This is an optimization exercise on Yosys and OpenROAD, whose aim is a short achievable clock period and few clock cycles per item, not a production implementation.
Function was checked by simulation only, so behaviour that the tests miss may differ from the original.
The flow treats the clock pin as an ideal source, which a real chip does not have.
Power is estimated from default activity; no workload was simulated.

## ahb_sram
module ahb_sram #(
  parameter int MEM_DEPTH         = 256,
  parameter bit REGISTERED_OUTPUT = 1'b0
) (
  input  logic                  HCLK,
  input  logic                  HRESETn,
  input  logic                  HSEL,
  input  ahb_sram_pkg::haddr_t  HADDR,
  input  ahb_sram_pkg::hdata_t  HWDATA,
  output ahb_sram_pkg::hdata_t  HRDATA,
  input  logic                  HWRITE,
  input  ahb_sram_pkg::hsize_e  HSIZE,
  input  logic [2:0]            HBURST,
  input  logic [3:0]            HPROT,
  input  ahb_sram_pkg::htrans_e HTRANS,
  input  logic                  HMASTLOCK,
  input  logic                  HREADY,
  output logic                  HREADYOUT,
  output ahb_sram_pkg::hresp_e  HRESP
);
Size in the first run: ~18000 cells after synthesis, roughly 8500 flip-flops, about 120 I/O pins, ~330000 um^2 of cells after synthesis.
==> flow/config.mk <==
export PLATFORM = sky130hd
export DESIGN_NAME = ahb_sram
export DESIGN_NICKNAME = ahb_sram
export VERILOG_FILES = /design/flow/design.v
export SDC_FILE = /design/flow/constraint.sdc
export NUM_CORES = 8
export LEC_CHECK = 0
export ABC_CLOCK_PERIOD_IN_PS = 2000
export CAP_MARGIN = 20
export CORE_MARGIN = 2
export CORE_UTILIZATION = 65
export CTS_CLUSTER_DIAMETER = 100
export CTS_CLUSTER_SIZE = 30
export PLACE_DENSITY = 0.72
export SETUP_SLACK_MARGIN = 4.0
export SLEW_MARGIN = 20
export SYNTH_HIERARCHICAL = 1
==> flow/constraint.sdc <==
create_clock -name core_clock -period 6.0 [get_ports {HCLK}]
set_input_delay 1.2000 -clock core_clock [delete_from_list [all_inputs] [get_ports {HCLK}]]
set_output_delay 1.2000 -clock core_clock [all_outputs]
set_load 0.01 [all_outputs]
standard.sh (not shown) runs the stock make flow with config.mk's settings and CLKGATE_MAP_FILE= SYNTH_SCRIPT=/design/flow/synth_recipe.tcl, a recipe that flattens the netlist after the stock synthesis.
==> flow/flow/run.sh <==
#!/bin/bash
# Layout flow: the standard ORFS flow (standard.sh) with one hook,
# latency.tcl, which sets the expected clock insertion delay on the ideal
# clock before floorplanning. make's output goes to flow_make.log in the work
# folder; ORFS's per-step logs are under orfs/logs.
set -euo pipefail
HERE=$(cd "$(dirname "$0")" && pwd)
export PRE_FLOORPLAN_TCL=$HERE/latency.tcl
bash standard.sh > flow_make.log 2>&1
==> flow/flow/latency.tcl <==
set_clock_latency 0.95 [all_clocks]
Testbench counts at the start, summed over its fixed seeds: cycles 160,008, items 160,000.
Change:
SETUP_SLACK_MARGIN = 3.5   (was 4.0)
Design area goes down by 0.41%; die area stays the same; power barely changes; first-iteration DRC count goes up by 2.6%; area after synthesis does not change; worst hold slack improved by 19 ps; clock power barely changes; via count goes down by 0.37%; routed wire length goes down by 0.95%.
Change:
CORE_UTILIZATION = 72   (was 65)
PLACE_DENSITY = 0.78   (was 0.72)
=>
- The new run passed the timing, design-rule and antenna checks
- final area is lower by 0.34%
- worst setup slack got worse by 56 ps
- sequential share of layout area is higher by 0.24 points
- power hardly moves
- combinational power is higher by about 2%
- fmax is lower by 1.9%
Change:
==> flow/run.sh (new file) <==
#!/bin/bash
# synth_recipe.tcl (not shown) runs the flow's synth.tcl, then flattens the netlist and writes it again
# the make line also repeats each setting of config.mk as NAME=value (left out here)
make -C /OpenROAD-flow-scripts/flow DESIGN_CONFIG=/design/flow/config.mk WORK_HOME=/design/flow/orfs CLKGATE_MAP_FILE= SYNTH_SCRIPT=/design/flow/synth_recipe.tcl finish
CORE_UTILIZATION = 75   (was 72)
CTS_CLUSTER_DIAMETER = not set   (was 100)
CTS_CLUSTER_SIZE = not set   (was 30)
PLACE_DENSITY = 0.82   (was 0.78)
removed: flow/flow/run.sh
removed: flow/flow/latency.tcl
removed: flow/standard.sh
- The new run ran to the end with no violations
- clock-buffer cell count went up by 519
- worst setup slack got worse by 49 ps
- via count went up by a few percent
- wire length rises by a few percent
- critical path depth does not change
- fmax falls slightly
- final cell count goes up by a few percent
- utilization is higher by 6.1 points
Change:
CORE_UTILIZATION = 45   (was 75)
CTS_CLUSTER_DIAMETER = 100   (was not set)
CTS_CLUSTER_SIZE = 30   (was not set)
PLACE_DENSITY = not set   (was 0.82)
Result: The changed run ran to the end with no violations; first-iteration DRC count falls by a quarter to a third; cell area came out lower slightly; clock skew is higher by 3.4 ps; utilization went down by 35 points; sequential share of layout area rose by 1.1 points; global-route usage came out lower by 15 points; final cell count increases by roughly a tenth; die area went up by well over a third; worst setup slack gains 55 ps; power goes down by about a fifth.
Change:
CORE_UTILIZATION = 70   (was 45)
CTS_CLUSTER_SIZE = 25   (was 30)
PLACE_DENSITY = 0.78   (was not set)
=>
- The changed run finished clean
- via count climbs by a few percent
- setup slack gains 17 ps
- non-clock buffer count drops by 149
- die area drops by a quarter to a third
- count of clock-buffer cells in the layout climbs by 127
- worst hold slack loses 9.6 ps
- utilization climbs by 27 points
- cell count drops by roughly a tenth

---

ahb_sram again, from the RTL that the note above started with.
// ahb_sram
module ahb_sram #(
  parameter int MEM_DEPTH         = 256,
  parameter bit REGISTERED_OUTPUT = 1'b0
) (
  input  logic                  HCLK,
  input  logic                  HRESETn,
  input  logic                  HSEL,
  input  ahb_sram_pkg::haddr_t  HADDR,
  input  ahb_sram_pkg::hdata_t  HWDATA,
  output ahb_sram_pkg::hdata_t  HRDATA,
  input  logic                  HWRITE,
  input  ahb_sram_pkg::hsize_e  HSIZE,
  input  logic [2:0]            HBURST,
  input  logic [3:0]            HPROT,
  input  ahb_sram_pkg::htrans_e HTRANS,
  input  logic                  HMASTLOCK,
  input  logic                  HREADY,
  output logic                  HREADYOUT,
  output ahb_sram_pkg::hresp_e  HRESP
);
clock: 6.0 ns
lec_check: 0
abc_clock_period_in_ps: 2000
cap_margin: 20
core_margin: 2
core_utilization: 65
cts_cluster_diameter: 100
cts_cluster_size: 30
place_density: 0.72
setup_slack_margin: 4.5
slew_margin: 20
synth_hierarchical: 1
==> flow/flow/run.sh <==
#!/bin/bash
# Layout flow: the standard ORFS flow (standard.sh) with one hook,
# latency.tcl, which sets the expected clock insertion delay on the ideal
# clock before floorplanning. make's output goes to flow_make.log in the work
# folder; ORFS's per-step logs are under orfs/logs.
set -euo pipefail
HERE=$(cd "$(dirname "$0")" && pwd)
export PRE_FLOORPLAN_TCL=$HERE/latency.tcl
bash standard.sh > flow_make.log 2>&1
==> flow/flow/latency.tcl <==
set_clock_latency 0.95 [all_clocks]
Testbench counts at the start, summed over its fixed seeds: cycles 160,008, items 160,000.
Rerun with:
--- a/flow/config.mk
+++ b/flow/config.mk
@@ -14,4 +14,5 @@
 export PLACE_DENSITY = 0.72
-export SETUP_SLACK_MARGIN = 4.5
+export SETUP_SLACK_MARGIN = 3.3
 export SLEW_MARGIN = 20
 export SYNTH_HIERARCHICAL = 1
+export TNS_END_PERCENT = 20
Fmax fell by 1.5%.
Clock skew fell by 0.0081 ns.
Core utilization went down by 4.0 points.
Synthesized cell count is unchanged.
Via count came out lower by 5.3%.
First-iteration DRC count is lower by 23%.
Worst hold slack gets better by 0.0076 ns.
Total power is lower by 1.2%.
Rerun with:
--- a/flow/config.mk
+++ b/flow/config.mk
@@ -9,2 +9,3 @@
 export CAP_MARGIN = 20
+export CORE_ASPECT_RATIO = 0.7
 export CORE_MARGIN = 2
@@ -14,5 +15,4 @@
 export PLACE_DENSITY = 0.72
-export SETUP_SLACK_MARGIN = 3.3
+export SETUP_SLACK_MARGIN = 4.0
 export SLEW_MARGIN = 20
 export SYNTH_HIERARCHICAL = 1
-export TNS_END_PERCENT = 20
Global-route usage grows by 3.1 points.
Die area is about the same.
Clock power stays flat.
Power grows by 0.94%.
First-iteration DRC count grows by about 44%.
Sequential cell count stays the same.
Setup slack gets better by 0.020 ns.
Wire length grows by about 13%.
Clock-buffer cell count shrinks by 18.

afterwards: timing with drivers on the ports:
No port has a modelled driver above. Below, the same layouts with a new extraction and two added sets of constraints. Step 1 sets driving cells, clkbuf_16 on the clock port and buf_2 on the other inputs (assumed; they add their load-dependent delay and slew). Step 2 times the ports against the registers' clock, not the clock port: input delays grow and output delays shrink by t, the midpoint of the rising clock arrivals with the driver on. Slacks: no drivers / after step 1 / after step 2; pairs: no drivers / after step 1.
run	shift t [ns]	setup slack, ns	pins driven straight from the clock port
the first run of note 1	1.139	3.104 / 2.919 / 1.780	1
the second run of note 1	1.136	3.112 / 2.951 / 1.815	1
the third run of note 1	1.161	3.056 / 2.916 / 1.803	1
the fourth run of note 1	1.256	3.007 / 2.885 / 1.629	1
the fifth run of note 1	1.161	3.062 / 2.848 / 1.687	1
the sixth run of note 1	1.159	3.079 / 2.864 / 1.705	1
the first run of note 2	1.146	3.079 / 2.886 / 1.740	1
the second run of note 2	1.132	3.035 / 2.747 / 1.615	1
the third run of note 2	1.167	3.055 / 2.931 / 1.846	1
After both steps setup and hold are still met in every run listed. For the second run of note 2, which loses most, drivers alone change the setup slack by -0.288 ns; drivers and shift together by -1.420 ns.
